Source: an optimization exercise on an open RTL-to-GDS flow (aim: small area). Production flows keep margins and buffers that such runs may drop.
At most, simulation tests tie the RTL to the original design; equivalence was not proved.
For run 1, only the layout was checked, not whether the RTL still works.
Power is estimated from default activity; no workload was simulated.

## flow/design.v (module list and top-level ports; edited modules follow where they fit)
// module des_sbox1: 142 lines
// module des_sbox2: 158 lines
// module des_sbox3: 126 lines
// module des_sbox4: 126 lines
// module des_sbox5: 156 lines
// module des_sbox6: 148 lines
// module des_sbox7: 146 lines
// module des_sbox8: 148 lines
// module des_feistel_f: 137 lines
// module des_apb_top: 289 lines
module des_apb_top
#(
    parameter int ADDR_WIDTH = 8
)
(
    input  logic                  clk,
    input  logic                  rst_n,
    input  logic [ADDR_WIDTH-1:0] paddr,
    input  logic                  psel,
    input  logic                  penable,
    input  logic                  pwrite,
    input  logic [31:0]           pwdata,
    output logic [31:0]           prdata,
    output logic                  pready,
    output logic                  pslverr
);
  // ...
==> flow/flow/run.sh <==
#!/bin/bash
# Own layout flow: the standard flow (standard.sh) with these changes:
#  - the port buffers are the smallest buffer cell (buf_1);
#  - clock tree: sink clusters of 10 on clkbuf_4, no dummy loads.
# Each tool's output goes to a log file of its own in the work folder.
set -euo pipefail
WORK=$PWD
PORTS="-buffer_cell sky130_fd_sc_hd__buf_1"
CTS="-sink_clustering_enable -repair_clock_nets -dont_use_dummy_load -buf_list sky130_fd_sc_hd__clkbuf_4 -sink_clustering_size 10 -sink_clustering_max_diameter 50"
CANDS=""
for f in "$WORK"/flow/abc_*.script; do
    c=$(basename "$f" .script)
    c=${c#abc_}
    CANDS="$CANDS $c"
    rm -rf "$WORK/syn_$c"
    mkdir -p "$WORK/syn_$c"
    cp -r "$FLOW_HOME/scripts" "$WORK/syn_$c/scripts"
    cp "$f" "$WORK/syn_$c/scripts/abc_speed.script"
    sed "s#$WORK/orfs#$WORK/syn_$c/orfs#g" "$WORK/standard.sh" > "$WORK/syn_$c/standard.sh"
    ( SCRIPTS_DIR="$WORK/syn_$c/scripts" bash "$WORK/syn_$c/standard.sh" ADDER_MAP_FILE= synth \
        > "$WORK/own_synth_$c.log" 2>&1 || true ) &
done
wait
for c in $CANDS; do
    ( SCRIPTS_DIR="$WORK/syn_$c/scripts" bash "$WORK/syn_$c/standard.sh" ADDER_MAP_FILE= \
        BUFFER_PORTS_ARGS="$PORTS" place > "$WORK/own_place_$c.log" 2>&1 || true ) &
done
wait
best=""
best_area=""
for c in $CANDS; do
    logs="$WORK/syn_$c/orfs/logs/$FLOW_PLATFORM/des_apb_top/base"
    [[ -f "$logs/3_5_place_dp.log" && -f "$WORK/syn_$c/orfs/results/$FLOW_PLATFORM/des_apb_top/base/3_place.odb" ]] || continue
    da=$(awk '/^Design area/ {print $3}' "$logs/3_5_place_dp.log" | tail -1)
    taps=$(sed -n 's/.*Inserted \([0-9]*\) tapcells.*/\1/p' "$logs/2_3_floorplan_tapcell.log" | tail -1)
    [[ -n "$da" && -n "$taps" ]] || continue
    a=$(awk -v d="$da" -v t="$taps" 'BEGIN{printf "%.1f", d - t * 1.2512}')
    sa=$(awk '/Chip area for module/ {print $NF}' "$WORK/syn_$c/orfs/reports/$FLOW_PLATFORM/des_apb_top/base/synth_stat.txt" | tail -1)
    echo "$c: synthesized $sa, placed $a (design area $da, $taps taps)" >> "$WORK/own_pick.log"
    if [[ -z "$best" ]] || awk -v a="$a" -v b="$best_area" 'BEGIN{exit !(a<b)}'; then
        best=$c
        best_area=$a
    fi
done
echo "picked $best ($best_area)" >> "$WORK/own_pick.log"
rm -rf "$WORK/orfs"
mv "$WORK/syn_$best/orfs" "$WORK/orfs"
export SCRIPTS_DIR="$WORK/syn_$best/scripts"
bash standard.sh ADDER_MAP_FILE= BUFFER_PORTS_ARGS="$PORTS" CTS_ARGS="$CTS" \
    finish > "$WORK/own_finish.log" 2>&1
==> flow/flow/abc_d0.script <==
strash
&get -n
&deepsyn -T 180 -S 0
&dch -f
&nf -a -R 1000
&put
==> flow/flow/abc_d1.script <==
strash
&get -n
&deepsyn -T 180 -S 1
&dch -f
&nf -a -R 1000
&put
==> flow/flow/abc_d2.script <==
strash
&get -n
&deepsyn -T 180 -S 2
&dch -f
&nf -a -R 1000
&put
==> flow/flow/abc_d3.script <==
strash
&get -n
&deepsyn -T 180 -S 3
&dch -f
&nf -a -R 1000
&put
==> flow/flow/abc_h.script <==
strash
&get -n
&dc2
&dch -f
&nf -a -R 1000
&put
==> flow/flow/abc_h1.script <==
strash
&get -n
&dc2
&dch
&nf -a -R 1000
&put
==> flow/flow/abc_h4.script <==
strash
&get -n
&dc2
&dch -f
&nf -a -R 1000
&put
strash
&get -n
&dch -f
&nf -a -R 1000
&put
==> flow/flow/abc_h7.script <==
strash
&get -n
&dc2
&dch -f
&nf -a -p -R 1000
&put
==> flow/standard.sh <==
#!/bin/bash
# synth_recipe.tcl (not shown) runs the flow's synth.tcl, then flattens the netlist and writes it again
# the make line also repeats each setting of config.mk as NAME=value (left out here)
make -C /OpenROAD-flow-scripts/flow DESIGN_CONFIG=/design/flow/config.mk WORK_HOME=/design/flow/orfs CLKGATE_MAP_FILE= SYNTH_SCRIPT=/design/flow/synth_recipe.tcl "${@:-finish}"
==> flow/config.mk <==
export PLATFORM = sky130hd
export DESIGN_NAME = des_apb_top
export DESIGN_NICKNAME = des_apb_top
export VERILOG_FILES = /design/flow/design.v
export SDC_FILE = /design/flow/constraint.sdc
export NUM_CORES = 4
export LEC_CHECK = 0
export CAP_MARGIN = 0
export CORE_MARGIN = 2
export CORE_UTILIZATION = 40
export SLEW_MARGIN = 0
==> flow/constraint.sdc <==
create_clock -name core_clock -period 6.0 [get_ports {clk}]
set_input_delay 1.2000 -clock core_clock [delete_from_list [all_inputs] [get_ports {clk}]]
set_output_delay 1.2000 -clock core_clock [all_outputs]
set_load 0.01 [all_outputs]
==> impl_metrics.tcl, run 1 <==
set metrics [dict create \
    status "timing/DRC/antenna clean" \
    required_ns 4.80 \
    critPathBufInv 3 \
    yosys-top-cells-count "180 x a222oi_1, 132 x nor2_1, 128 x edfxtp_1" \
    antennaDiodeCount 1 \
    fin_ws_ns 1.363 \
    multi_input_area_sq_um 5966 \
    pre_cts_slack_ns 1.372 \
    multi_input_area_share_pct 42.32 \
    met1_usage_pct 36.72 \
    synth_top_area_share_pct 29.92 \
    total_power_mw 5.428 \
    cp-start-kind "input pin" \
    finalSetupTns_ns 0 \
    grt_pass1_vias 11050 \
    hold_buffers 0 \
    synthMuxAreaShare_pct 0 \
    finalHoldViolations 0 \
    r2r-start "r_q[4]" \
    tightest_slew_ns 1.142 \
    slowest_stage "nor4_1" \
    rows 65 \
    grt_pass1_wl_um 66750 \
    dieArea_sq_um 33570 \
    slew_headroom_pct 23.84 \
    grt_max_degree 68 \
    buffers 94 \
    nonClockInverterCount 121 \
    synthXorXnorAreaFrac_pct 9.340 \
    taps 402 \
    syn2layout_area_growth_pct 9.729 \
    crit_chain "buf_1, nor4_1, nand4_1, nor2b_2, buf_4, a222oi_1, nand2_1, buf_1" \
    wl_met3_um 5186 \
    r2r-end "r_q[0]" \
    seqPwrFrac_pct 39.4 \
    final.period_utilization_pct 77.29 \
    netlist_area_sq_um 12850 \
]
==> module des_sbox1, before the edit <==
module des_sbox1 (input logic [5:0] x, output logic [3:0] y);
    wire x5 = x[5];
    wire x4 = x[4];
    wire x3 = x[3];
    wire x2 = x[2];
    wire x1 = x[1];
    wire x0 = x[0];
    wire y3;
    wire y2;
    wire y1;
    wire y0;
    assign y[3] = y3;
    assign y[2] = y2;
    assign y[1] = y1;
    assign y[0] = y0;
    wire new_n11;
    wire new_n12;
    wire new_n13;
    wire new_n14;
    wire new_n15;
    wire new_n16;
    wire new_n17;
    wire new_n18;
    wire new_n19;
    wire new_n20;
    wire new_n21;
    wire new_n22;
    wire new_n23;
    wire new_n24;
    wire new_n25;
    wire new_n26;
    wire new_n27;
    wire new_n28;
    wire new_n29;
    wire new_n30;
    wire new_n31;
    wire new_n32;
    wire new_n33;
    wire new_n34;
    wire new_n35;
    wire new_n36;
    wire new_n37;
    wire new_n38;
    wire new_n39;
    wire new_n40;
    wire new_n41;
    wire new_n42;
    wire new_n44;
    wire new_n45;
    wire new_n46;
    wire new_n47;
    wire new_n48;
    wire new_n49;
    wire new_n50;
    wire new_n51;
    wire new_n52;
    wire new_n53;
    wire new_n54;
    wire new_n56;
    wire new_n57;
    wire new_n58;
    wire new_n59;
    wire new_n60;
    wire new_n61;
    wire new_n62;
    wire new_n63;
    wire new_n64;
    wire new_n65;
    wire new_n66;
    wire new_n67;
    wire new_n69;
    wire new_n70;
    wire new_n71;
    wire new_n72;
    wire new_n73;
    wire new_n74;
    assign new_n11 = (~x0);
    assign new_n12 = (x2) | (~x4);
    assign new_n13 = (~x1) | (~new_n12);
    assign new_n14 = (x4) | (~x2);
    assign new_n15 = (~new_n11) | (~new_n14);
    assign new_n16 = (~x1) | (~new_n12) | (~new_n15);
    assign new_n17 = (~x5) | (~x3);
    assign new_n18 = (~x1) | (~new_n11);
    assign new_n19 = (~x1&~x0) | (x1&x0);
    assign new_n20 = (~x4&~x3);
    assign new_n21 = (~x5) | (~x2) | (~x0);
    assign new_n22 = (~new_n20) | (~new_n21);
    assign new_n23 = (~new_n19) | (~new_n22);
    assign new_n24 = (~new_n12) | (~new_n14);
    assign new_n25 = (~x5&~new_n24);
    assign new_n26 = (new_n15&new_n16) | (new_n15&new_n17) | (new_n23&new_n16) | (new_n25&new_n16) | (new_n23&new_n17) | (new_n25&new_n17);
    assign new_n27 = (~x5) | (~new_n12);
    assign new_n28 = (~new_n15&~new_n27);
    assign new_n29 = (~x5) | (~new_n11) | (~new_n12) | (~new_n14);
    assign new_n30 = (x2) | (~x3);
    assign new_n31 = (~new_n19&~new_n20);
    assign new_n32 = (new_n19&new_n30) | (new_n31) | (x5);
    assign new_n33 = (~x3&x5);
    assign new_n34 = (~x5&~new_n11) | (~x5&~x4) | (~x2&~new_n11) | (~x2&~x4);
    assign new_n35 = (~x4) | (~x3);
    assign new_n36 = (~x5) | (~x0) | (~new_n35);
    assign new_n37 = (new_n33&new_n36) | (new_n34&new_n36) | (new_n33&new_n20) | (new_n34&new_n20);
    assign new_n38 = (~x4) | (~new_n33);
    assign new_n39 = (~x1) | (~x0);
    assign new_n40 = (~x1) | (~x0) | (~new_n24) | (~new_n38);
    assign new_n41 = (~x4) | (~x3) | (~x2) | (~new_n39);
    assign new_n42 = (~x1&~new_n37) | (~new_n40) | (~new_n41) | (~new_n32);
    assign y3 = (~new_n26&~new_n42) | (~new_n28&~new_n42);
    assign new_n44 = (~x5&~new_n14) | (~new_n38);
    assign new_n45 = (x1) | (~new_n44);
    assign new_n46 = (~new_n30&~x4) | (~new_n45&~x4);
    assign new_n47 = (~new_n35&~x5&~x2) | (~new_n40&~x5&~x2);
    assign new_n48 = (~new_n20&~new_n21);
    assign new_n49 = (~new_n23&~new_n47&~new_n48) | (~new_n46&~new_n19);
    assign new_n50 = (~x4&~new_n25) | (~new_n33&~new_n25);
    assign new_n51 = (~new_n17&~new_n24);
    assign new_n52 = (~x5&~x2) | (x5&x2);
    assign new_n53 = (~x3&~new_n52);
    assign new_n54 = (~new_n51&~new_n53);
    assign y2 = (~new_n54&~x1) | (~new_n18&~new_n50) | (~new_n49);
    assign new_n56 = (x0&new_n30) | (new_n14&new_n30);
    assign new_n57 = (~x4&x3);
    assign new_n58 = (~x5&~new_n56&~new_n57);
    assign new_n59 = (~x4&~new_n16&~new_n52);
    assign new_n60 = (~x2&~x1) | (~new_n19) | (~x3) | (~x4);
    assign new_n61 = (~new_n20&~new_n53);
    assign new_n62 = (~new_n33&~new_n57) | (~new_n24);
    assign new_n63 = (~x5&~x3&~new_n24) | (~new_n62);
    assign new_n64 = (new_n17) | (new_n24) | (new_n37) | (~new_n21);
    assign new_n65 = (~x0) | (~new_n63);
    assign new_n66 = (~new_n29&~x1) | (~new_n65&~x1);
    assign new_n67 = (~new_n18&~new_n61) | (~new_n64) | (~new_n60);
    assign y1 = (~new_n58&~new_n59&~new_n66&~new_n67);
    assign new_n69 = (x2) | (~x0);
    assign new_n70 = (~new_n13) | (~new_n69);
    assign new_n71 = (~x5&~x3&~new_n24&~new_n39);
    assign new_n72 = (~x5&~new_n19) | (~new_n14);
    assign new_n73 = (~x0&~new_n14) | (~new_n69) | (~new_n72) | (~x3);
    assign new_n74 = (~new_n16&~new_n71&~new_n58) | (~new_n33&~new_n71&~new_n58) | (~new_n70&~new_n71&~new_n58);
    assign y0 = (~new_n26) | (~new_n45) | (~new_n73) | (~new_n74);
endmodule
==> module des_sbox2, before the edit <==
module des_sbox2 (input logic [5:0] x, output logic [3:0] y);
    wire x5 = x[5];
    wire x4 = x[4];
    wire x3 = x[3];
    wire x2 = x[2];
    wire x1 = x[1];
    wire x0 = x[0];
    wire y3;
    wire y2;
    wire y1;
    wire y0;
    assign y[3] = y3;
    assign y[2] = y2;
    assign y[1] = y1;
    assign y[0] = y0;
    wire new_n11;
    wire new_n12;
    wire new_n13;
    wire new_n14;
    wire new_n15;
    wire new_n16;
    wire new_n17;
    wire new_n18;
    wire new_n19;
    wire new_n20;
    wire new_n21;
    wire new_n22;
    wire new_n23;
    wire new_n24;
    wire new_n25;
    wire new_n26;
    wire new_n27;
    wire new_n28;
    wire new_n29;
    wire new_n30;
    wire new_n31;
    wire new_n32;
    wire new_n33;
    wire new_n34;
    wire new_n35;
    wire new_n36;
    wire new_n37;
    wire new_n38;
    wire new_n39;
    wire new_n41;
    wire new_n42;
    wire new_n43;
    wire new_n44;
    wire new_n45;
    wire new_n46;
    wire new_n47;
    wire new_n48;
    wire new_n49;
    wire new_n50;
    wire new_n51;
    wire new_n52;
    wire new_n53;
    wire new_n55;
    wire new_n56;
    wire new_n57;
    wire new_n58;
    wire new_n59;
    wire new_n60;
    wire new_n61;
    wire new_n62;
    wire new_n63;
    wire new_n64;
    wire new_n65;
    wire new_n66;
    wire new_n67;
    wire new_n68;
    wire new_n69;
    wire new_n70;
    wire new_n72;
    wire new_n73;
    wire new_n74;
    wire new_n75;
    wire new_n76;
    wire new_n77;
    wire new_n78;
    wire new_n79;
    wire new_n80;
    wire new_n81;
    wire new_n82;
    assign new_n11 = (~x0);
    assign new_n12 = (~x3&~x1);
    assign new_n13 = (~x3);
    assign new_n14 = (~x1);
    assign new_n15 = (~new_n13&~new_n14);
    assign new_n16 = (~new_n12&~new_n15);
    assign new_n17 = (~x2&~new_n14);
    assign new_n18 = (~new_n12&~new_n17);
    assign new_n19 = (~x5&~new_n16);
    assign new_n20 = (~x5&~new_n13&~new_n17);
    assign new_n21 = (~new_n18&~new_n19) | (new_n20);
    assign new_n22 = (~new_n18&~new_n21);
    assign new_n23 = (~x5&~new_n22) | (~new_n16&~new_n22);
    assign new_n24 = (~new_n21&~x4) | (~x0&~x4);
    assign new_n25 = (~x0&~new_n23) | (~new_n24);
    assign new_n26 = (~x2&~x1);
    assign new_n27 = (~new_n26&~new_n15);
    assign new_n28 = (~new_n27);
    assign new_n29 = (~x5&~new_n28);
    assign new_n30 = (~x5);
    assign new_n31 = (~new_n11&~new_n16);
    assign new_n32 = (~x0&~new_n15);
    assign new_n33 = (~x3&~new_n11);
    assign new_n34 = (~new_n30&~new_n33&~new_n16) | (~new_n32&~new_n31);
    assign new_n35 = (~x4);
    assign new_n36 = (~new_n34&~new_n35) | (~x2&~new_n35);
    assign new_n37 = (~x2&~new_n34&~new_n29) | (~new_n36);
    assign new_n38 = (~x2);
    assign new_n39 = (~new_n38&~new_n14);
    assign y3 = (new_n11&new_n29&new_n39) | (new_n25&new_n37);
    assign new_n41 = (~x0&~new_n14);
    assign new_n42 = (~new_n41);
    assign new_n43 = (~new_n26) | (~x0);
    assign new_n44 = (~new_n42) | (~new_n43);
    assign new_n45 = (x5&~new_n44) | (~x5&new_n44);
    assign new_n46 = (~new_n11&~new_n45) | (~new_n35);
    assign new_n47 = (~new_n35&~new_n45);
    assign new_n48 = (~x3&~new_n47);
    assign new_n49 = (~new_n48) | (~new_n46);
    assign new_n50 = (~x5&~new_n26&~new_n39);
    assign new_n51 = (~new_n26&~new_n39);
    assign new_n52 = (~new_n30&~new_n51) | (~new_n35&~x0);
    assign new_n53 = (~new_n47) | (~new_n11) | (~new_n18);
    assign y2 = (~new_n33&~new_n50&~new_n52) | (~new_n53) | (~new_n49);
    assign new_n55 = (~new_n32&~new_n31);
    assign new_n56 = (~x1&~new_n26) | (~x0&~new_n26);
    assign new_n57 = (~new_n56) | (~x3);
    assign new_n58 = (~new_n38&~new_n14) | (~new_n33);
    assign new_n59 = (~new_n38&~new_n42) | (~new_n58) | (~new_n57);
    assign new_n60 = (~x5&~new_n28&~new_n59);
    assign new_n61 = (~x5&~new_n55&~new_n60) | (~x5&~new_n20&~new_n60) | (~new_n59&~new_n55&~new_n60) | (~new_n59&~new_n20&~new_n60);
    assign new_n62 = (~new_n14) | (~x0);
    assign new_n63 = (~new_n42) | (~new_n62);
    assign new_n64 = (~x4&~x3) | (~x0&~x3);
    assign new_n65 = (~new_n41&~new_n64) | (~new_n35&~new_n64);
    assign new_n66 = (~new_n57&~new_n63) | (~x2&~new_n65);
    assign new_n67 = (~new_n66&~new_n57) | (~new_n30&~new_n57);
    assign new_n68 = (~new_n30&~new_n56);
    assign new_n69 = (~new_n50&~new_n68) | (~new_n13);
    assign new_n70 = (~new_n69) | (~new_n35);
    assign y1 = (~new_n35&~new_n61) | (~new_n67&~new_n70);
    assign new_n72 = (~new_n63) | (~new_n27);
    assign new_n73 = (~new_n15) | (~x0);
    assign new_n74 = (~new_n72&~new_n35) | (~new_n73&~new_n35);
    assign new_n75 = (~new_n66&~new_n74) | (~new_n30);
    assign new_n76 = (~x4&~new_n38) | (~new_n31);
    assign new_n77 = (~x4&~new_n38);
    assign new_n78 = (~new_n28&~new_n77) | (~x4&~new_n77);
    assign new_n79 = (~x0&~new_n78) | (~new_n76);
    assign new_n80 = (~new_n39) | (~new_n33);
    assign new_n81 = (~new_n80&~x4) | (~new_n43&~x4);
    assign new_n82 = (~new_n79&~new_n81) | (~x5&~new_n81);
    assign y0 = (~new_n82) | (~new_n75);
endmodule
==> module des_sbox5, before the edit <==
module des_sbox5 (input logic [5:0] x, output logic [3:0] y);
    wire x5 = x[5];
    wire x4 = x[4];
    wire x3 = x[3];
    wire x2 = x[2];
    wire x1 = x[1];
    wire x0 = x[0];
    wire y3;
    wire y2;
    wire y1;
    wire y0;
    assign y[3] = y3;
    assign y[2] = y2;
    assign y[1] = y1;
    assign y[0] = y0;
    wire new_n11;
    wire new_n12;
    wire new_n13;
    wire new_n14;
    wire new_n15;
    wire new_n16;
    wire new_n17;
    wire new_n18;
    wire new_n19;
    wire new_n20;
    wire new_n21;
    wire new_n22;
    wire new_n23;
    wire new_n24;
    wire new_n25;
    wire new_n26;
    wire new_n27;
    wire new_n28;
    wire new_n29;
    wire new_n30;
    wire new_n31;
    wire new_n32;
    wire new_n33;
    wire new_n34;
    wire new_n35;
    wire new_n36;
    wire new_n37;
    wire new_n38;
    wire new_n39;
    wire new_n40;
    wire new_n41;
    wire new_n42;
    wire new_n43;
    wire new_n44;
    wire new_n45;
    wire new_n46;
    wire new_n47;
    wire new_n48;
    wire new_n49;
    wire new_n50;
    wire new_n51;
    wire new_n52;
    wire new_n53;
    wire new_n54;
    wire new_n55;
    wire new_n56;
    wire new_n57;
    wire new_n58;
    wire new_n59;
    wire new_n60;
    wire new_n61;
    wire new_n62;
    wire new_n64;
    wire new_n65;
    wire new_n66;
    wire new_n68;
    wire new_n69;
    wire new_n70;
    wire new_n71;
    wire new_n72;
    wire new_n73;
    wire new_n74;
    wire new_n75;
    wire new_n77;
    wire new_n78;
    wire new_n79;
    wire new_n80;
    wire new_n81;
    assign new_n11 = (~x3);
    assign new_n12 = (~x0);
    assign new_n13 = (x1&x0);
    assign new_n14 = (~new_n11) | (~x0);
    assign new_n15 = (~x3) | (~new_n12);
    assign new_n16 = (~new_n14&~x1) | (~new_n15&~x1);
    assign new_n17 = (~new_n13&~new_n16) | (~x2);
    assign new_n18 = (x4) | (~x5);
    assign new_n19 = (x3&~x1) | (~x3&x1);
    assign new_n20 = (~x2&~new_n19);
    assign new_n21 = (~new_n14&~new_n18) | (~new_n20&~new_n18);
    assign new_n22 = (~x5) | (~x4);
    assign new_n23 = (~x1&~new_n22&~x2) | (~new_n14&~new_n22&~x2);
    assign new_n24 = (~x2&~x0);
    assign new_n25 = (~new_n13&~new_n24);
    assign new_n26 = (~new_n11&~x1) | (~new_n25) | (~x4);
    assign new_n27 = (~x5&~x0);
    assign new_n28 = (~x5&~x2&~x0);
    assign new_n29 = (~x3&~new_n23&~new_n28&x1);
    assign new_n30 = (~new_n26&~new_n21) | (~new_n29&~new_n21);
    assign new_n31 = (x5) | (~x4);
    assign new_n32 = (~new_n18) | (~new_n31);
    assign new_n33 = (~x5&~x1);
    assign new_n34 = (~x2&~new_n12);
    assign new_n35 = (~new_n31&~new_n11) | (~new_n34&~new_n11);
    assign new_n36 = (~x0&~new_n33) | (~new_n35);
    assign new_n37 = (~x2&~new_n36) | (~new_n32&~new_n36);
    assign new_n38 = (~x5&~new_n37) | (~x4&~new_n37);
    assign new_n39 = (~new_n38&~new_n17) | (~new_n30&new_n17);
    assign new_n40 = (~x4) | (~x3);
    assign new_n41 = (~x5&~new_n40) | (~x2&~new_n40);
    assign new_n42 = (~x4&~x2);
    assign new_n43 = (~x5&x2);
    assign new_n44 = (~x1) | (~new_n18);
    assign new_n45 = (~x5&~x2);
    assign new_n46 = (~new_n44&~new_n45) | (~x4&~x2);
    assign new_n47 = (~x0) | (~new_n46);
    assign new_n48 = (~new_n12&~new_n46) | (new_n12&new_n46);
    assign new_n49 = (new_n41&new_n48) | (new_n20&new_n27) | (new_n39);
    assign new_n50 = (~x3&~x0);
    assign new_n51 = (~x4&~x3) | (~new_n33);
    assign new_n52 = (~x4&~new_n32) | (~x3&~new_n32);
    assign new_n53 = (~x1) | (~new_n12);
    assign new_n54 = (~new_n52&~new_n53) | (~new_n50&~new_n51);
    assign new_n55 = (~x5&~new_n40&~new_n54) | (~x2&~new_n40&~new_n54);
    assign new_n56 = (~new_n49) | (~new_n55);
    assign new_n57 = (~x2&~x0) | (~new_n19);
    assign new_n58 = (x4&~x1) | (~x4&x1);
    assign new_n59 = (~new_n28) | (~new_n58);
    assign new_n60 = (~x5) | (~x4) | (~new_n50);
    assign new_n61 = (~new_n18&~new_n50) | (~new_n59) | (~new_n60);
    assign new_n62 = (~x2&~new_n57) | (~x2&~new_n61) | (~new_n54&~new_n57) | (~new_n54&~new_n61);
    assign y3 = (~x3&~new_n47) | (~new_n56) | (~new_n62);
    assign new_n64 = (~x3&x4);
    assign new_n65 = (~new_n16&~new_n64) | (~new_n43);
    assign new_n66 = (~new_n54&~new_n65);
    assign y2 = (~new_n49&~new_n66);
    assign new_n68 = (~new_n34&new_n26) | (~new_n58&new_n26);
    assign new_n69 = (~new_n18) | (~new_n68);
    assign new_n70 = (~x0&~new_n33) | (~new_n42);
    assign new_n71 = (~new_n19) | (~new_n44) | (~new_n69) | (~new_n70);
    assign new_n72 = (~new_n19&~new_n70) | (~new_n44&~new_n70);
    assign new_n73 = (~x4&~new_n27) | (~x1&~new_n27);
    assign new_n74 = (~x4&~new_n34&~new_n73&~new_n11) | (~new_n27&~new_n34&~new_n73&~new_n11);
    assign new_n75 = (~new_n23&~new_n72&~new_n74);
    assign y1 = (~new_n65) | (~new_n71) | (~new_n75);
    assign new_n77 = (~x3&~new_n64) | (~x3&~new_n68) | (~new_n12&~new_n64) | (~new_n20&~new_n64) | (~new_n12&~new_n68) | (~new_n20&~new_n68);
    assign new_n78 = (~x4&~x1&~new_n48) | (~new_n77);
    assign new_n79 = (~x5&~new_n68);
    assign new_n80 = (~x5) | (~x2) | (~new_n13);
    assign new_n81 = (~x3&~new_n42&~new_n53) | (~new_n80);
    assign y0 = (x5&new_n78) | (new_n79) | (new_n81) | (new_n37);
endmodule
==> run 2: changes to the inputs <==
--- a/flow/design.v
+++ b/flow/design.v
@@ -160,9 +160,9 @@
     wire new_n36;
     wire new_n37;
-    wire new_n38;
     wire new_n39;
     wire new_n40;
     wire new_n41;
     wire new_n42;
+    wire new_n43;
     wire new_n44;
     wire new_n45;
@@ -194,69 +194,75 @@
     wire new_n73;
     wire new_n74;
-    assign new_n11 = (~x0);
-    assign new_n12 = (x2) | (~x4);
-    assign new_n13 = (~x1) | (~new_n12);
-    assign new_n14 = (x4) | (~x2);
-    assign new_n15 = (~new_n11) | (~new_n14);
-    assign new_n16 = (~x1) | (~new_n12) | (~new_n15);
-    assign new_n17 = (~x5) | (~x3);
-    assign new_n18 = (~x1) | (~new_n11);
-    assign new_n19 = (~x1&~x0) | (x1&x0);
-    assign new_n20 = (~x4&~x3);
-    assign new_n21 = (~x5) | (~x2) | (~x0);
-    assign new_n22 = (~new_n20) | (~new_n21);
-    assign new_n23 = (~new_n19) | (~new_n22);
-    assign new_n24 = (~new_n12) | (~new_n14);
-    assign new_n25 = (~x5&~new_n24);
-    assign new_n26 = (new_n15&new_n16) | (new_n15&new_n17) | (new_n23&new_n16) | (new_n25&new_n16) | (new_n23&new_n17) | (new_n25&new_n17);
-    assign new_n27 = (~x5) | (~new_n12);
-    assign new_n28 = (~new_n15&~new_n27);
-    assign new_n29 = (~x5) | (~new_n11) | (~new_n12) | (~new_n14);
-    assign new_n30 = (x2) | (~x3);
-    assign new_n31 = (~new_n19&~new_n20);
-    assign new_n32 = (new_n19&new_n30) | (new_n31) | (x5);
-    assign new_n33 = (~x3&x5);
-    assign new_n34 = (~x5&~new_n11) | (~x5&~x4) | (~x2&~new_n11) | (~x2&~x4);
-    assign new_n35 = (~x4) | (~x3);
-    assign new_n36 = (~x5) | (~x0) | (~new_n35);
-    assign new_n37 = (new_n33&new_n36) | (new_n34&new_n36) | (new_n33&new_n20) | (new_n34&new_n20);
-    assign new_n38 = (~x4) | (~new_n33);
-    assign new_n39 = (~x1) | (~x0);
-    assign new_n40 = (~x1) | (~x0) | (~new_n24) | (~new_n38);
-    assign new_n41 = (~x4) | (~x3) | (~x2) | (~new_n39);
-    assign new_n42 = (~x1&~new_n37) | (~new_n40) | (~new_n41) | (~new_n32);
-    assign y3 = (~new_n26&~new_n42) | (~new_n28&~new_n42);
-    assign new_n44 = (~x5&~new_n14) | (~new_n38);
-    assign new_n45 = (x1) | (~new_n44);
-    assign new_n46 = (~new_n30&~x4) | (~new_n45&~x4);
-    assign new_n47 = (~new_n35&~x5&~x2) | (~new_n40&~x5&~x2);
-    assign new_n48 = (~new_n20&~new_n21);
-    assign new_n49 = (~new_n23&~new_n47&~new_n48) | (~new_n46&~new_n19);
-    assign new_n50 = (~x4&~new_n25) | (~new_n33&~new_n25);
-    assign new_n51 = (~new_n17&~new_n24);
-    assign new_n52 = (~x5&~x2) | (x5&x2);
-    assign new_n53 = (~x3&~new_n52);
-    assign new_n54 = (~new_n51&~new_n53);
-    assign y2 = (~new_n54&~x1) | (~new_n18&~new_n50) | (~new_n49);
-    assign new_n56 = (x0&new_n30) | (new_n14&new_n30);
-    assign new_n57 = (~x4&x3);
-    assign new_n58 = (~x5&~new_n56&~new_n57);
-    assign new_n59 = (~x4&~new_n16&~new_n52);
-    assign new_n60 = (~x2&~x1) | (~new_n19) | (~x3) | (~x4);
-    assign new_n61 = (~new_n20&~new_n53);
-    assign new_n62 = (~new_n33&~new_n57) | (~new_n24);
-    assign new_n63 = (~x5&~x3&~new_n24) | (~new_n62);
-    assign new_n64 = (new_n17) | (new_n24) | (new_n37) | (~new_n21);
-    assign new_n65 = (~x0) | (~new_n63);
-    assign new_n66 = (~new_n29&~x1) | (~new_n65&~x1);
-    assign new_n67 = (~new_n18&~new_n61) | (~new_n64) | (~new_n60);
-    assign y1 = (~new_n58&~new_n59&~new_n66&~new_n67);
-    assign new_n69 = (x2) | (~x0);
-    assign new_n70 = (~new_n13) | (~new_n69);
-    assign new_n71 = (~x5&~x3&~new_n24&~new_n39);
-    assign new_n72 = (~x5&~new_n19) | (~new_n14);
-    assign new_n73 = (~x0&~new_n14) | (~new_n69) | (~new_n72) | (~x3);
-    assign new_n74 = (~new_n16&~new_n71&~new_n58) | (~new_n33&~new_n71&~new_n58) | (~new_n70&~new_n71&~new_n58);
-    assign y0 = (~new_n26) | (~new_n45) | (~new_n73) | (~new_n74);
+    wire new_n75;
+    wire new_n76;
+    wire new_n77;
+    assign new_n11 = (~x5);
+    assign new_n12 = (~x1);
+    assign new_n13 = (~x1&x0);
+    assign new_n14 = (~new_n12&~x0);
+    assign new_n15 = (~new_n13&~new_n14);
+    assign new_n16 = (~x5&~new_n15);
+    assign new_n17 = (~x2&~x0);
+    assign new_n18 = (~x5&~new_n16) | (~new_n12&~new_n16) | (~new_n17&~new_n16);
+    assign new_n19 = (~x3&~new_n18);
+    assign new_n20 = (~x2&~new_n19) | (~x1&~new_n19) | (~x0&~new_n19);
+    assign new_n21 = (~new_n11&~x3);
+    assign new_n22 = (x3) | (~x5);
+    assign new_n23 = (~x4) | (~new_n15) | (~new_n20) | (~new_n22);
+    assign new_n24 = (x2) | (~x4);
+    assign new_n25 = (~x4&~x2) | (x4&x2);
+    assign new_n26 = (x5&new_n25) | (x0&new_n25);
+    assign new_n27 = (~x5) | (~x3) | (~new_n24);
+    assign new_n28 = (~x4) | (~new_n21);
+    assign new_n29 = (~x4) | (~x3);
+    assign new_n30 = (~x4) | (~x3) | (~x2);
+    assign new_n31 = (~x1&~new_n30) | (~x0&~new_n30);
+    assign new_n32 = (~x4&~new_n31) | (~new_n13&~new_n31) | (~new_n21&~new_n31);
+    assign new_n33 = (~x1&~new_n17&~new_n27) | (~new_n32);
+    assign new_n34 = (~new_n14&~new_n33) | (~new_n26&~new_n33);
+    assign new_n35 = (~x4&~new_n20) | (~new_n23) | (~new_n34);
+    assign new_n36 = (x2) | (~x3);
+    assign new_n37 = (~x5&~new_n36);
+    assign y3 = (~new_n15&~new_n35) | (~new_n37&~new_n35);
+    assign new_n39 = (new_n12&new_n36);
+    assign new_n40 = (~x5) | (~x2) | (~x1) | (~x0);
+    assign new_n41 = (~x4&~x3);
+    assign new_n42 = (~new_n40) | (~new_n41);
+    assign new_n43 = (~x5&x2);
+    assign new_n44 = (~x4&~new_n43) | (~new_n12);
+    assign new_n45 = (~new_n36&~x4) | (~new_n44&~x4);
+    assign new_n46 = (~new_n11) | (~new_n25);
+    assign new_n47 = (~new_n14&~new_n13) | (~new_n28&~new_n13) | (~new_n46&~new_n13);
+    assign new_n48 = (~new_n45&~new_n47);
+    assign new_n49 = (~new_n15&~new_n48) | (~new_n42&~new_n48);
+    assign new_n50 = (~x5&~x2) | (x5&x2);
+    assign new_n51 = (~x3&~new_n50);
+    assign new_n52 = (~x5&~new_n51) | (~x3&~new_n51) | (~new_n25&~new_n51);
+    assign new_n53 = (~new_n52&~x1) | (~new_n40&~new_n41);
+    assign new_n54 = (~new_n49&~new_n53);
+    assign y2 = (~x5&~new_n23&~new_n39) | (~new_n54);
+    assign new_n56 = (~x5&~x3) | (~x0);
+    assign new_n57 = (~new_n26) | (~new_n56);
+    assign new_n58 = (~x1&~new_n57);
+    assign new_n59 = (~x4&~x3) | (~new_n50&~x3);
+    assign new_n60 = (~new_n14&~new_n58) | (~new_n59&~new_n58);
+    assign new_n61 = (~new_n56&~new_n25&new_n39);
+    assign new_n62 = (~x5&~new_n25);
+    assign new_n63 = (~x4&~x3&~x0) | (~new_n36);
+    assign new_n64 = (~new_n62) | (~new_n63);
+    assign new_n65 = (new_n13) | (new_n16) | (new_n17) | (new_n29);
+    assign new_n66 = (~x4&~new_n17&~new_n39&~new_n50);
+    assign new_n67 = (~new_n61&~new_n66);
+    assign y1 = (new_n60&new_n64&new_n65&new_n67);
+    assign new_n69 = (~x4&~new_n17) | (~new_n16);
+    assign new_n70 = (~new_n27&~new_n35) | (~new_n69);
+    assign new_n71 = (~x3) | (~new_n70);
+    assign new_n72 = (~x2&~new_n22);
+    assign new_n73 = (~x3&~new_n12&~new_n57);
+    assign new_n74 = (x0&new_n22&x4) | (new_n43&new_n22&x4);
+    assign new_n75 = (x4) | (~x3) | (~x2) | (~x0);
+    assign new_n76 = (~new_n44&~new_n74) | (~new_n75);
+    assign new_n77 = (~y1&~new_n73&~new_n76) | (~new_n72&~new_n73&~new_n76);
+    assign y0 = (~new_n64) | (~new_n71) | (~new_n77);
 endmodule
 module des_sbox2 (input logic [5:0] x, output logic [3:0] y);
@@ -302,6 +308,6 @@
     wire new_n36;
     wire new_n37;
-    wire new_n38;
     wire new_n39;
+    wire new_n40;
     wire new_n41;
     wire new_n42;
@@ -316,5 +322,5 @@
     wire new_n51;
     wire new_n52;
-    wire new_n53;
+    wire new_n54;
     wire new_n55;
     wire new_n56;
@@ -326,5 +332,4 @@
     wire new_n62;
     wire new_n63;
-    wire new_n64;
     wire new_n65;
     wire new_n66;
@@ -333,88 +338,73 @@
     wire new_n69;
     wire new_n70;
+    wire new_n71;
     wire new_n72;
     wire new_n73;
     wire new_n74;
-    wire new_n75;
-    wire new_n76;
-    wire new_n77;
-    wire new_n78;
-    wire new_n79;
-    wire new_n80;
-    wire new_n81;
-    wire new_n82;
-    assign new_n11 = (~x0);
-    assign new_n12 = (~x3&~x1);
-    assign new_n13 = (~x3);
-    assign new_n14 = (~x1);
-    assign new_n15 = (~new_n13&~new_n14);
-    assign new_n16 = (~new_n12&~new_n15);
-    assign new_n17 = (~x2&~new_n14);
-    assign new_n18 = (~new_n12&~new_n17);
-    assign new_n19 = (~x5&~new_n16);
-    assign new_n20 = (~x5&~new_n13&~new_n17);
-    assign new_n21 = (~new_n18&~new_n19) | (new_n20);
-    assign new_n22 = (~new_n18&~new_n21);
-    assign new_n23 = (~x5&~new_n22) | (~new_n16&~new_n22);
-    assign new_n24 = (~new_n21&~x4) | (~x0&~x4);
-    assign new_n25 = (~x0&~new_n23) | (~new_n24);
-    assign new_n26 = (~x2&~x1);
-    assign new_n27 = (~new_n26&~new_n15);
-    assign new_n28 = (~new_n27);
-    assign new_n29 = (~x5&~new_n28);
-    assign new_n30 = (~x5);
-    assign new_n31 = (~new_n11&~new_n16);
-    assign new_n32 = (~x0&~new_n15);
-    assign new_n33 = (~x3&~new_n11);
-    assign new_n34 = (~new_n30&~new_n33&~new_n16) | (~new_n32&~new_n31);
-    assign new_n35 = (~x4);
-    assign new_n36 = (~new_n34&~new_n35) | (~x2&~new_n35);
-    assign new_n37 = (~x2&~new_n34&~new_n29) | (~new_n36);
-    assign new_n38 = (~x2);
-    assign new_n39 = (~new_n38&~new_n14);
-    assign y3 = (new_n11&new_n29&new_n39) | (new_n25&new_n37);
-    assign new_n41 = (~x0&~new_n14);
-    assign new_n42 = (~new_n41);
-    assign new_n43 = (~new_n26) | (~x0);
-    assign new_n44 = (~new_n42) | (~new_n43);
-    assign new_n45 = (x5&~new_n44) | (~x5&new_n44);
-    assign new_n46 = (~new_n11&~new_n45) | (~new_n35);
-    assign new_n47 = (~new_n35&~new_n45);
-    assign new_n48 = (~x3&~new_n47);
-    assign new_n49 = (~new_n48) | (~new_n46);
-    assign new_n50 = (~x5&~new_n26&~new_n39);
-    assign new_n51 = (~new_n26&~new_n39);
-    assign new_n52 = (~new_n30&~new_n51) | (~new_n35&~x0);
-    assign new_n53 = (~new_n47) | (~new_n11) | (~new_n18);
-    assign y2 = (~new_n33&~new_n50&~new_n52) | (~new_n53) | (~new_n49);
-    assign new_n55 = (~new_n32&~new_n31);
-    assign new_n56 = (~x1&~new_n26) | (~x0&~new_n26);
-    assign new_n57 = (~new_n56) | (~x3);
-    assign new_n58 = (~new_n38&~new_n14) | (~new_n33);
-    assign new_n59 = (~new_n38&~new_n42) | (~new_n58) | (~new_n57);
-    assign new_n60 = (~x5&~new_n28&~new_n59);
-    assign new_n61 = (~x5&~new_n55&~new_n60) | (~x5&~new_n20&~new_n60) | (~new_n59&~new_n55&~new_n60) | (~new_n59&~new_n20&~new_n60);
-    assign new_n62 = (~new_n14) | (~x0);
-    assign new_n63 = (~new_n42) | (~new_n62);
-    assign new_n64 = (~x4&~x3) | (~x0&~x3);
-    assign new_n65 = (~new_n41&~new_n64) | (~new_n35&~new_n64);
-    assign new_n66 = (~new_n57&~new_n63) | (~x2&~new_n65);
-    assign new_n67 = (~new_n66&~new_n57) | (~new_n30&~new_n57);
-    assign new_n68 = (~new_n30&~new_n56);
-    assign new_n69 = (~new_n50&~new_n68) | (~new_n13);
-    assign new_n70 = (~new_n69) | (~new_n35);
-    assign y1 = (~new_n35&~new_n61) | (~new_n67&~new_n70);
-    assign new_n72 = (~new_n63) | (~new_n27);
-    assign new_n73 = (~new_n15) | (~x0);
-    assign new_n74 = (~new_n72&~new_n35) | (~new_n73&~new_n35);
-    assign new_n75 = (~new_n66&~new_n74) | (~new_n30);
-    assign new_n76 = (~x4&~new_n38) | (~new_n31);
-    assign new_n77 = (~x4&~new_n38);
-    assign new_n78 = (~new_n28&~new_n77) | (~x4&~new_n77);
-    assign new_n79 = (~x0&~new_n78) | (~new_n76);
-    assign new_n80 = (~new_n39) | (~new_n33);
-    assign new_n81 = (~new_n80&~x4) | (~new_n43&~x4);
-    assign new_n82 = (~new_n79&~new_n81) | (~x5&~new_n81);
-    assign y0 = (~new_n82) | (~new_n75);
+    assign new_n11 = (~x4);
+    assign new_n12 = (~x3);
+    assign new_n13 = (~x0);
+    assign new_n14 = (~x3) | (~x0);
+    assign new_n15 = (~x3&~x0);
+    assign new_n16 = (~x1&~new_n15);
+    assign new_n17 = (x1&x0);
+    assign new_n18 = (~x1) | (~x0);
+    assign new_n19 = (~x1&~x0);
+    assign new_n20 = (~new_n17&~new_n19);
+    assign new_n21 = (~x3&x1);
+    assign new_n22 = (~x5) | (~x1);
+    assign new_n23 = (~x3&~x0&~new_n22);
+    assign new_n24 = (~new_n14&~new_n23) | (~new_n16&~new_n23);
+    assign new_n25 = (~x5&~new_n20&~new_n21) | (~new_n24);
+    assign new_n26 = (~x2&~new_n25);
+    assign new_n27 = (~x2) | (~x0);
+    assign new_n28 = (~x2&~new_n26) | (~x0&~new_n26);
+    assign new_n29 = (~new_n17) | (~new_n26);
+    assign new_n30 = (~x5&~new_n15) | (~new_n25);
+    assign new_n31 = (x5&new_n29&new_n30) | (new_n12&new_n29&new_n30) | (new_n28&new_n29&new_n30);
+    assign new_n32 = (x5) | (x1);
+    assign new_n33 = (~x2) | (~new_n22) | (~new_n32);
+    assign new_n34 = (~x3&~new_n33);
+    assign new_n35 = (x2&new_n25);
+    assign new_n36 = (~new_n11&~new_n26&~new_n35);
+    assign new_n37 = (~x1&~new_n36) | (~new_n13&~new_n36) | (~new_n34&~new_n36);
+    assign y3 = (~x4&~new_n31) | (~new_n37);
+    assign new_n39 = (x2&new_n20);
+    assign new_n40 = (~x5) | (~new_n39);
+    assign new_n41 = (~x3&~x2);
+    assign new_n42 = (~x3&~x0) | (~new_n41&x0);
+    assign new_n43 = (~new_n15) | (~new_n22) | (~new_n32);
+    assign new_n44 = (~new_n40) | (~new_n43);
+    assign new_n45 = (~x5&~new_n44) | (~new_n12&~new_n44) | (~new_n17&~new_n44);
+    assign new_n46 = (~new_n32&~new_n42) | (~new_n45);
+    assign new_n47 = (~x4) | (~new_n46);
+    assign new_n48 = (~x4&~x0) | (~new_n14);
+    assign new_n49 = (~x4&~new_n46);
+    assign new_n50 = (~new_n22&~x2) | (~new_n32&~x2);
+    assign new_n51 = (~new_n33) | (~new_n48);
+    assign new_n52 = (~new_n50&~new_n51) | (~new_n48&~new_n49);
+    assign y2 = (~new_n47) | (~new_n52);
+    assign new_n54 = (~new_n22&~new_n12&~x0) | (~new_n33&~new_n12&~x0);
+    assign new_n55 = (~x1&~x2) | (~new_n13&~x2);
+    assign new_n56 = (~x1&~new_n13);
+    assign new_n57 = (~x5) | (~x0) | (~new_n41);
+    assign new_n58 = (~new_n14&~new_n32) | (~new_n40) | (~new_n57);
+    assign new_n59 = (~x5&~x3&~new_n39&~new_n55);
+    assign new_n60 = (~new_n54&~new_n58&~new_n59);
+    assign new_n61 = (~x4&~new_n23);
+    assign new_n62 = (~new_n33&~x3) | (~x2&~new_n32) | (~new_n61);
+    assign new_n63 = (~x3&~new_n62) | (~new_n60&~new_n62);
+    assign y1 = (~x4&~new_n63) | (~new_n60&~new_n63);
+    assign new_n65 = (new_n15) | (~new_n27) | (~x4);
+    assign new_n66 = (~x4&~new_n19) | (~x4&~x2) | (~new_n17&~new_n19) | (~new_n17&~x2);
+    assign new_n67 = (~new_n17&~new_n19) | (~x3);
+    assign new_n68 = (~new_n65&~x5) | (~new_n66&~x5) | (~new_n67&~x5);
+    assign new_n69 = (new_n48&new_n18) | (x2&new_n19) | (new_n21);
+    assign new_n70 = (~new_n11&~new_n69&~new_n68) | (~new_n11&~x5&~new_n68) | (~x2&~new_n69&~new_n68) | (~x2&~x5&~new_n68);
+    assign new_n71 = (~x2&~new_n56) | (~x5);
+    assign new_n72 = (~new_n21&~new_n27) | (~new_n11);
+    assign new_n73 = (~new_n27&~new_n72) | (~new_n71&~new_n72);
+    assign new_n74 = (~x5&~new_n12&~new_n66);
+    assign y0 = (new_n70) | (new_n73) | (new_n74);
 endmodule
 module des_sbox3 (input logic [5:0] x, output logic [3:0] y);
@@ -726,5 +716,4 @@
     wire new_n50;
     wire new_n51;
-    wire new_n52;
     wire new_n53;
     wire new_n54;
@@ -737,10 +726,11 @@
     wire new_n61;
     wire new_n62;
+    wire new_n63;
     wire new_n64;
     wire new_n65;
     wire new_n66;
+    wire new_n67;
     wire new_n68;
     wire new_n69;
-    wire new_n70;
     wire new_n71;
     wire new_n72;
@@ -748,81 +738,93 @@
     wire new_n74;
     wire new_n75;
+    wire new_n76;
     wire new_n77;
     wire new_n78;
-    wire new_n79;
     wire new_n80;
     wire new_n81;
-    assign new_n11 = (~x3);
-    assign new_n12 = (~x0);
-    assign new_n13 = (x1&x0);
-    assign new_n14 = (~new_n11) | (~x0);
-    assign new_n15 = (~x3) | (~new_n12);
-    assign new_n16 = (~new_n14&~x1) | (~new_n15&~x1);
-    assign new_n17 = (~new_n13&~new_n16) | (~x2);
-    assign new_n18 = (x4) | (~x5);
-    assign new_n19 = (x3&~x1) | (~x3&x1);
-    assign new_n20 = (~x2&~new_n19);
-    assign new_n21 = (~new_n14&~new_n18) | (~new_n20&~new_n18);
-    assign new_n22 = (~x5) | (~x4);
-    assign new_n23 = (~x1&~new_n22&~x2) | (~new_n14&~new_n22&~x2);
-    assign new_n24 = (~x2&~x0);
-    assign new_n25 = (~new_n13&~new_n24);
-    assign new_n26 = (~new_n11&~x1) | (~new_n25) | (~x4);
-    assign new_n27 = (~x5&~x0);
-    assign new_n28 = (~x5&~x2&~x0);
-    assign new_n29 = (~x3&~new_n23&~new_n28&x1);
-    assign new_n30 = (~new_n26&~new_n21) | (~new_n29&~new_n21);
-    assign new_n31 = (x5) | (~x4);
-    assign new_n32 = (~new_n18) | (~new_n31);
-    assign new_n33 = (~x5&~x1);
-    assign new_n34 = (~x2&~new_n12);
-    assign new_n35 = (~new_n31&~new_n11) | (~new_n34&~new_n11);
-    assign new_n36 = (~x0&~new_n33) | (~new_n35);
-    assign new_n37 = (~x2&~new_n36) | (~new_n32&~new_n36);
-    assign new_n38 = (~x5&~new_n37) | (~x4&~new_n37);
-    assign new_n39 = (~new_n38&~new_n17) | (~new_n30&new_n17);
-    assign new_n40 = (~x4) | (~x3);
-    assign new_n41 = (~x5&~new_n40) | (~x2&~new_n40);
-    assign new_n42 = (~x4&~x2);
-    assign new_n43 = (~x5&x2);
-    assign new_n44 = (~x1) | (~new_n18);
-    assign new_n45 = (~x5&~x2);
-    assign new_n46 = (~new_n44&~new_n45) | (~x4&~x2);
-    assign new_n47 = (~x0) | (~new_n46);
-    assign new_n48 = (~new_n12&~new_n46) | (new_n12&new_n46);
-    assign new_n49 = (new_n41&new_n48) | (new_n20&new_n27) | (new_n39);
-    assign new_n50 = (~x3&~x0);
-    assign new_n51 = (~x4&~x3) | (~new_n33);
-    assign new_n52 = (~x4&~new_n32) | (~x3&~new_n32);
-    assign new_n53 = (~x1) | (~new_n12);
-    assign new_n54 = (~new_n52&~new_n53) | (~new_n50&~new_n51);
-    assign new_n55 = (~x5&~new_n40&~new_n54) | (~x2&~new_n40&~new_n54);
-    assign new_n56 = (~new_n49) | (~new_n55);
-    assign new_n57 = (~x2&~x0) | (~new_n19);
-    assign new_n58 = (x4&~x1) | (~x4&x1);
-    assign new_n59 = (~new_n28) | (~new_n58);
-    assign new_n60 = (~x5) | (~x4) | (~new_n50);
-    assign new_n61 = (~new_n18&~new_n50) | (~new_n59) | (~new_n60);
-    assign new_n62 = (~x2&~new_n57) | (~x2&~new_n61) | (~new_n54&~new_n57) | (~new_n54&~new_n61);
-    assign y3 = (~x3&~new_n47) | (~new_n56) | (~new_n62);
-    assign new_n64 = (~x3&x4);
-    assign new_n65 = (~new_n16&~new_n64) | (~new_n43);
-    assign new_n66 = (~new_n54&~new_n65);
-    assign y2 = (~new_n49&~new_n66);
-    assign new_n68 = (~new_n34&new_n26) | (~new_n58&new_n26);
-    assign new_n69 = (~new_n18) | (~new_n68);
-    assign new_n70 = (~x0&~new_n33) | (~new_n42);
-    assign new_n71 = (~new_n19) | (~new_n44) | (~new_n69) | (~new_n70);
-    assign new_n72 = (~new_n19&~new_n70) | (~new_n44&~new_n70);
-    assign new_n73 = (~x4&~new_n27) | (~x1&~new_n27);
-    assign new_n74 = (~x4&~new_n34&~new_n73&~new_n11) | (~new_n27&~new_n34&~new_n73&~new_n11);
-    assign new_n75 = (~new_n23&~new_n72&~new_n74);
-    assign y1 = (~new_n65) | (~new_n71) | (~new_n75);
-    assign new_n77 = (~x3&~new_n64) | (~x3&~new_n68) | (~new_n12&~new_n64) | (~new_n20&~new_n64) | (~new_n12&~new_n68) | (~new_n20&~new_n68);
-    assign new_n78 = (~x4&~x1&~new_n48) | (~new_n77);
-    assign new_n79 = (~x5&~new_n68);
-    assign new_n80 = (~x5) | (~x2) | (~new_n13);
-    assign new_n81 = (~x3&~new_n42&~new_n53) | (~new_n80);
-    assign y0 = (x5&new_n78) | (new_n79) | (new_n81) | (new_n37);
+    wire new_n82;
+    wire new_n83;
+    wire new_n84;
+    wire new_n85;
+    wire new_n86;
+    wire new_n87;
+    assign new_n11 = (~x2);
+    assign new_n12 = (~x1);
+    assign new_n13 = (~x0&~new_n12);
+    assign new_n14 = (~x3);
+    assign new_n15 = (~x1&~new_n14);
+    assign new_n16 = (~x5&~new_n15) | (~new_n14&~new_n15);
+    assign new_n17 = (~new_n16);
+    assign new_n18 = (~new_n14&~x4) | (~new_n12&~x4);
+    assign new_n19 = (~new_n17) | (~new_n18);
+    assign new_n20 = (~new_n16) | (~x4);
+    assign new_n21 = (~x0);
+    assign new_n22 = (~x5);
+    assign new_n23 = (~x4&~new_n22);
+    assign new_n24 = (~x4);
+    assign new_n25 = (~x5&~new_n24);
+    assign new_n26 = (~new_n23&~new_n25) | (~new_n21);
+    assign new_n27 = (~new_n19) | (~new_n20) | (~new_n26);
+    assign new_n28 = (~x4&~x3);
+    assign new_n29 = (~new_n28);
+    assign new_n30 = (~new_n22) | (~new_n12);
+    assign new_n31 = (~new_n14&~new_n30) | (~new_n21&~new_n30);
+    assign new_n32 = (~new_n29&~new_n27&~new_n11) | (~new_n29&~new_n13&~new_n11) | (~new_n31&~new_n27&~new_n11) | (~new_n31&~new_n13&~new_n11);
+    assign new_n33 = (~new_n24&~new_n12);
+    assign new_n34 = (~x4&~x1);
+    assign new_n35 = (~x5&~new_n34&~new_n33);
+    assign new_n36 = (~x2&~new_n21);
+    assign new_n37 = (~new_n29) | (~new_n36);
+    assign new_n38 = (~x3&~new_n12);
+    assign new_n39 = (~new_n15&~new_n38);
+    assign new_n40 = (~new_n39) | (~new_n22) | (~new_n33);
+    assign new_n41 = (~new_n22&~new_n34&~new_n39) | (~new_n40);
+    assign new_n42 = (~x2&~x0&~new_n35) | (~new_n37&~new_n41);
+    assign new_n43 = (~new_n38);
+    assign new_n44 = (~x2&~x0);
+    assign new_n45 = (~new_n44&~new_n39);
+    assign new_n46 = (~new_n23) | (~x3);
+    assign new_n47 = (~x4&~x0) | (x4&x0);
+    assign new_n48 = (new_n22&new_n46) | (x3&new_n46) | (new_n47&new_n46);
+    assign new_n49 = (~new_n11&~new_n21);
+    assign new_n50 = (~new_n49);
+    assign new_n51 = (new_n23&new_n45) | (new_n23&new_n48) | (new_n43&new_n45) | (new_n50&new_n45) | (new_n43&new_n48) | (new_n50&new_n48);
+    assign y3 = (~new_n42&~new_n32) | (~new_n51);
+    assign new_n53 = (~new_n14&~x5) | (~new_n21&~x5);
+    assign new_n54 = (~new_n14&~new_n21) | (~new_n53);
+    assign new_n55 = (~new_n54&~new_n31) | (~new_n30&~new_n31);
+    assign new_n56 = (~x2&~new_n25);
+    assign new_n57 = (~new_n25) | (~x2);
+    assign new_n58 = (~new_n57) | (~x3) | (~x0);
+    assign new_n59 = (~new_n23&~new_n56&~new_n58);
+    assign new_n60 = (~new_n15) | (~x5);
+    assign new_n61 = (~new_n22&~new_n29) | (~new_n60);
+    assign new_n62 = (~x0&~new_n18) | (~new_n61);
+    assign new_n63 = (~new_n22&~new_n12);
+    assign new_n64 = (~new_n63) | (~x4);
+    assign new_n65 = (~x0&~new_n64) | (~new_n11) | (~new_n62);
+    assign new_n66 = (~new_n39) | (~new_n22);
+    assign new_n67 = (~new_n66&~new_n47) | (~new_n60&~new_n47);
+    assign new_n68 = (~new_n66) | (~new_n47) | (~new_n60);
+    assign new_n69 = (~new_n68) | (~x2);
+    assign y2 = (~new_n55&~new_n59&~new_n65) | (~new_n67&~new_n69);
+    assign new_n71 = (~new_n54&~x1) | (~new_n46&~x1);
+    assign new_n72 = (~x3&~new_n20) | (~new_n21&~new_n20);
+    assign new_n73 = (~new_n71&~new_n72) | (~x2);
+    assign new_n74 = (~new_n63);
+    assign new_n75 = (~new_n74) | (~new_n24);
+    assign new_n76 = (~new_n75&~new_n14&~x0) | (~new_n64&~new_n14&~x0);
+    assign new_n77 = (~new_n29&~new_n36&~new_n74);
+    assign new_n78 = (~new_n77&~new_n76);
+    assign y1 = (~x2&~new_n13&~new_n27) | (~new_n73) | (~new_n78);
+    assign new_n80 = (~x1&~new_n44);
+    assign new_n81 = (~new_n23&~new_n76) | (~new_n50) | (~new_n80);
+    assign new_n82 = (~new_n14&~new_n13) | (~new_n12&~new_n13);
+    assign new_n83 = (~new_n43&~new_n82) | (~new_n57&~new_n82);
+    assign new_n84 = (~x4&~x2) | (~new_n83);
+    assign new_n85 = (~new_n35&~new_n59) | (~new_n36&~new_n59);
+    assign new_n86 = (~x3&~new_n49) | (~new_n44&~new_n49);
+    assign new_n87 = (new_n16&new_n74) | (new_n16&new_n86) | (new_n80&new_n74) | (new_n61&new_n74) | (new_n80&new_n86) | (new_n61&new_n86);
+    assign y0 = (~new_n81) | (~new_n84) | (~new_n85) | (~new_n87);
 endmodule
 module des_sbox6 (input logic [5:0] x, output logic [3:0] y);
--- a/flow/flow/run.sh
+++ b/flow/flow/run.sh
@@ -22,7 +22,13 @@
 done
 wait
+# placements two at a time (each uses the flow's cores)
+n=0
 for c in $CANDS; do
     ( SCRIPTS_DIR="$WORK/syn_$c/scripts" bash "$WORK/syn_$c/standard.sh" ADDER_MAP_FILE= \
         BUFFER_PORTS_ARGS="$PORTS" place > "$WORK/own_place_$c.log" 2>&1 || true ) &
+    n=$((n + 1))
+    if (( n % 2 == 0 )); then
+        wait
+    fi
 done
 wait
--- a/flow/config.mk
+++ b/flow/config.mk
@@ -9,3 +9,4 @@
 export CORE_MARGIN = 2
 export CORE_UTILIZATION = 40
+export GPL_TIMING_DRIVEN = 0
 export SLEW_MARGIN = 0
removed: flow/flow/abc_d1.script
removed: flow/flow/abc_d2.script
removed: flow/flow/abc_d3.script
==> run 2 against run 1 <==
Net effect: combinational power barely moved; hold slack improved by 0.014 ns; core utilization rose by 0.55 points; largest power group unchanged; routed wire length fell by 3.5%; critical path type unchanged; highest routed layer unchanged; non-clock buffer count fell by 3.
==> impl_metrics.tcl, run 2 <==
set metrics [dict create \
    synth_most_common_cell "a222oi_1" \
    multi_input_area_sq_um 5977 \
    total_power_mw 5.399 \
    drt_iter0_markers 2230 \
    cts_tree "yes" \
    wire_per_inst_um 23.68 \
    arrival_ns 3.78 \
    hpwl_um 29710 \
    ys_top_cells_by_area "edfxtp_1 30%, dfxtp_1 19%, a222oi_1 14%" \
    p_leak_nw 4.917 \
    clk_pin_slew_ns 0.11 \
    numCtsBuffers 35 \
    setup_viol 0 \
    synthCells 1279 \
    r2r-end "r_q[1]" \
    dieArea_sq_um 33560 \
    fin_nets 1451 \
    cp_max_fo 18 \
    h-tree-depth 2 \
    seqPwrFrac_pct 39.5 \
    max_clock_freq_ghz 0.2007 \
    clk_path_buf_depth 3 \
    avgSynthCellArea_sq_um 10.04 \
    drive_gt1_share_pct 4.630 \
    vias_per_cell 6.468 \
    cp.depth 8 \
    routed_wl_um 42790 \
    syn_nets 1324 \
    synth_top_area_share_pct 29.92 \
    critPathBufInv 3 \
    regArea_sq_um 6477 \
    power_density_nw_per_um2 378.4 \
    grt_setup_unrepaired "false" \
    crit_type "input pin to output port" \
    drv_slew 0 \
    critPathCaptureType "output port" \
    cts_setup_buffers 0 \
    r2r-start "r_q[31]" \
    grt_pass1_vias 10990 \
    slowest_delay_ns 0.75 \
    die_w_um 183.2 \
    cp-start-kind "input pin" \
    r2r_slack_ns 2.14 \
    start_util_pct 40.71 \
    grt_use_total_pct 25.25 \
    hold_path_class "input pin to async pin" \
    syn2layout_area_growth_pct 11.09 \
    synth_edf_count 128 \
    required_ns 4.80 \
    grt_max_degree 43 \
    finalHoldViolations 0 \
    final.period_utilization_pct 83.03 \
    hold_buffers 0 \
    core_area_sq_um 31560 \
    status "timing/DRC/antenna clean" \
    p_comb_share_pct 45.1 \
    die_h_um 183.2 \
    rows 65 \
    synthArstFlopShare_pct 2.326 \
    yosysSeqAreaShare_pct 50.42 \
    final_cell_mix "177 x a222oi_1, 141 x nand2_1, 128 x edfxtp_1" \
    hold_ws_ns 0.4187 \
    synth_ff_type "edfxtp_1" \
    crit_chain "buf_1, nor4_1, nand3_1, nor2b_4, buf_16, a222oi_1, nand2_1, buf_1" \
    fin_skew_ns 0.09423 \
    cpLargestDelayFamily "simple AND/OR/NAND/NOR gates" \
    gp_congestion 0.9480 \
    tightest_slew_ns 1.013 \
    cts.sinks 258 \
    grt_remaining_overflow 0 \
    maxCapViolCount 0 \
    fillers 3042 \
    reg2regPathDepth 12 \
    netlist_area_sq_um 12840 \
    ir_worst_vdd_mv 0.1813 \
    numPortBuffers 77 \
    routed-via-count 11690 \
    yosys-top-cells-count "177 x a222oi_1, 141 x nand2_1, 128 x edfxtp_1" \
    switching_share_pct 43.19 \
    p_clk_share_pct 15.4 \
    yosysWarnings 2 \
    period_minus_slack_ns 4.982 \
    synth-seq-cells 258 \
    ant_nets 0 \
    num_io_pins 79 \
    slew_headroom_pct 32.46 \
    synth_cell_type_count 48 \
    slowest_stage "nor4_1" \
    p_int_mw 3.067 \
    root_buffer "clkbuf_4" \
    clk_latency_ns 0.66 \
    antenna_found_initial 1 \
    drt-pass1-iter-count 9 \
    power_switching_mw 2.332 \
    drcViolationCount 0 \
    netlist.top_cell.by_area "edfxtp_1" \
    cpMostUsedCell "buf_1" \
    layout_commonest_cell "a222oi_1" \
    post_cts_resized 0 \
    grt_pass1_wl_um 65320 \
]
-- run 2: cell count changes after synthesis, moves of 4 or more --
cell / change
a211oi_1: -4
a21oi_1: -4
a22oi_1: +5
a311oi_1: +4
a32oi_1: -5
nand2_1: +21
nand3_1: -5
nor2_1: -23
nor3_1: +9
o32ai_1: +5
-- run 2: cell type report --
class | instances | area share (%)
Clock buffer | 35 | 1.841
Antenna cell | 1 | 0.01754
Multi-Input combinational cell | 898 | 41.89
Buffer | 1 | 0.05261
Timing Repair Buffer | 90 | 4.077
Inverter | 122 | 3.209
Sequential cell | 258 | 45.39
Tap cell | 402 | 3.525
-- run 2: layer usage --
metal	track usage, %	routed length (um)
met1	34.52	17730
met2	41.58	19890
met3	3.832	4158
met4	7.360	1013
met5	0	0
-- run 2: kinds of logic after synthesis --
kind of cell              Yosys count  share of synthesized area (%)
buffers and inverters             123                          3.624
other                               1                        0.02919
xor gates and xnor gates          137                          9.342
DFF                               258                          50.42
and+or+nand+nor                   370                          12.62
AOI/OAI and AO/OA                 390                          23.96
-- run 2: worst register-to-register path, delay by kind of cell (launching register included) --
kind	cells	cell delay, ns
buffers and inverters	1	0.10
AND/OR/NAND/NOR	6	1.55
AO/OA/AOI/OAI	3	0.65
flip-flops	1	0.65
XOR/XNOR	2	0.77
-- run 2: power groups by stage --
| stage | clock network, mW | logic (mW) | registers (mW) |
|---|---|---|---|
| 2_1_floorplan | 0 | 1.72 | 2.10 |
| 3_3_place_gp | 0 | 2.31 | 2.17 |
| 3_5_place_dp | 0 | 2.36 | 2.17 |
| 4_1_cts | 0.849 | 2.37 | 2.13 |
| 5_1_grt | 0.927 | 2.68 | 2.15 |
| 6_report | 0.832 | 2.43 | 2.13 |
-- run 2: per-stage QoR --
stage	cells	setup WS, ns	setup TNS, ns	util [%]	cell area, sq um
after floorplan	1279	1.313	0	-	12840
after global placement	1758	-1.449	-176.63	43.22	13640
after detailed placement	1771	1.122	0	44.38	14000
after CTS	1806	1.122	0	45.21	14270
after global routing	1807	0.8673	0	45.22	14270
final	1807	1.018	0	45.22	14270
-- run 2: how the worst max path moves through the flow --
| stage | to | startpoint | slack (ns) |
|---|---|---|---|
| floorplan | prdata[0] | paddr[5] | 1.31 |
| global placement | r_q[1] | paddr[5] | -1.45 |
| detailed placement | prdata[26] | paddr[5] | 1.12 |
| CTS | prdata[26] | paddr[5] | 1.12 |
| global route | prdata[26] | paddr[5] | 0.87 |
| finish | prdata[26] | paddr[5] | 1.02 |
==> run 3: changes to the inputs <==
--- a/flow/config.mk
+++ b/flow/config.mk
@@ -9,4 +9,3 @@
 export CORE_MARGIN = 2
 export CORE_UTILIZATION = 40
-export GPL_TIMING_DRIVEN = 0
 export SLEW_MARGIN = 0
==> run 3 against run 2 <==
Net effect: still clean; hold slack improved by 0.0035 ns; die area unchanged; register-to-register slack improved by 0.03 ns; largest cell class unchanged; highest routed layer unchanged.
==> impl_metrics.tcl, run 3 <==
set metrics [dict create \
    status "timing/DRC/antenna clean" \
    setup_viol 0 \
    synth_most_common_cell "a222oi_1" \
    cts.sinks 258 \
    clk_pin_slew_ns 0.10 \
    slowest_delay_ns 0.74 \
    cts_tree "yes" \
    grt_use_total_pct 24.80 \
    dieArea_sq_um 33560 \
    post_cts_resized 0 \
    regArea_sq_um 6477 \
    hold_ws_ns 0.4223 \
    grt_remaining_overflow 0 \
    final_cell_mix "177 x a222oi_1, 141 x nand2_1, 128 x edfxtp_1" \
    fin_skew_ns 0.08562 \
    clk_path_buf_depth 3 \
    cp-start-kind "input pin" \
    netlist_area_sq_um 12840 \
    cts_setup_buffers 0 \
    ant_nets 0 \
    cp_max_fo 32 \
    finalSetupTns_ns 0 \
    critPathCaptureType "output port" \
    drv_slew 0 \
    p_leak_nw 4.894 \
    drt_iter0_markers 1790 \
    clk_latency_ns 0.65 \
    num_io_pins 79 \
    antenna_found_initial 2 \
    gp_congestion 0.9631 \
    slew_headroom_pct 20.32 \
    numCtsBuffers 36 \
    crit_chain "buf_1, nor4_1, nand4_1, nor2b_2, buf_4, a222oi_1, nand2_1, buf_1" \
    root_buffer "clkbuf_4" \
    max_clock_freq_ghz 0.2166 \
    crit_path_start "paddr[5]" \
    r2r-start "r_q[27]" \
    vias_per_cell 6.389 \
    synth_cell_type_count 48 \
    hold_buffers 0 \
    layout_commonest_cell "a222oi_1" \
    grt_pass1_vias 10910 \
    cpMostUsedCell "buf_1" \
    tightest_slew_ns 1.195 \
    drt-pass1-iter-count 10 \
    arrival_ns 3.42 \
    synth_ff_type "edfxtp_1" \
    fillers 3077 \
    avgSynthCellArea_sq_um 10.04 \
    grt_max_degree 68 \
    numPortBuffers 77 \
    yosysSeqAreaShare_pct 50.42 \
    slowest_stage "nor4_1" \
    power_density_nw_per_um2 378.5 \
    die_h_um 183.2 \
    yosys-top-cells-count "177 x a222oi_1, 141 x nand2_1, 128 x edfxtp_1" \
    start_util_pct 40.71 \
    grt_setup_unrepaired "false" \
    required_ns 4.80 \
    r2r_slack_ns 2.17 \
    grt_pass1_wl_um 64330 \
    drive_gt1_share_pct 4.678 \
    final.period_utilization_pct 76.94 \
    period_minus_slack_ns 4.616 \
    fin_nets 1458 \
    multi_input_area_sq_um 5959 \
    routed-via-count 11600 \
    synth_edf_count 128 \
    yosysWarnings 2 \
    core_area_sq_um 31560 \
    netlist.top_cell.by_area "edfxtp_1" \
]
## run 3: report_power, final
group / switching [mW] / internal, mW / leakage [nW] / total [mW]
combinational: 1.54 / 0.840 / 2.50 / 2.38
clock: 0.555 / 0.277 / 0.166 / 0.832
sequential: 0.195 / 1.94 / 2.23 / 2.13
total: 2.29 / 3.05 / 4.89 / 5.34
## run 3: critical path: cells and delay by family
family / cells / cell delay (ns)
AO/OA/AOI/OAI: 1 / 0.21
AND/OR/NAND/NOR: 4 / 1.31
buffers and inverters: 3 / 0.69
## run 3: kinds of logic (layout without fill, tap and decap cells)
group / Yosys count / in the layout / share of synthesized area [%]
AND/OR/NAND/NOR: 370 / 370 / 12.62
flip-flops: 258 / 258 / 50.42
XOR/XNOR: 137 / 137 / 9.342
AO/OA/AOI/OAI: 390 / 390 / 23.96
buffers and inverters: 123 / 255 / 3.624
other: 1 / 4 / 0.02919
## run 3: metal layers
metal	global-route usage [%]	vias up	part of all wire [%]
met5	0	-	0
met4	9.056	0	3.3
met3	3.832	85	8.9
met2	40.41	668	46
met1	33.46	5528	42
li1	-	5321	-
## run 3: stage by stage
| step | area [sq um] | utilization, % | setup slack [ns] | power, mW |
|---|---|---|---|---|
| 2_1_floorplan | 12840 | - | 1.313 | 3.817 |
| 3_3_place_gp | 13840 | 43.85 | 1.485 | 4.516 |
| 3_5_place_dp | 13840 | 43.85 | 1.386 | 4.505 |
| 4_1_cts | 14110 | 44.71 | 1.380 | 5.338 |
| 5_1_grt | 14110 | 44.72 | 1.126 | 5.700 |
| 6_report | 14110 | 44.73 | 1.384 | 5.342 |
## run 3: how the worst max path moves through the flow
stage,endpoint,depth (start not counted)
floorplan,prdata[0],5
global placement,prdata[21],8
detailed placement,prdata[2],8
CTS,prdata[2],8
global route,prdata[16],8
finish,prdata[2],8
## run 3: layout make-up
type / count / area share [%]
multi-input cells: 898 / 42.22
diodes: 3 / 0.05319
repair buffers: 97 / 3.111
clock buffers: 36 / 1.915
inverters: 122 / 3.244
flip-flops and latches: 258 / 45.89
well taps: 402 / 3.564

Check on run 3: ideal ports give 1.384 ns setup slack; a clkbuf_16 on the clock port and buf_2 on the inputs give 1.362 ns; moving port delays by the midpoint clock arrival (0.658 ns) as well gives 1.362 ns.
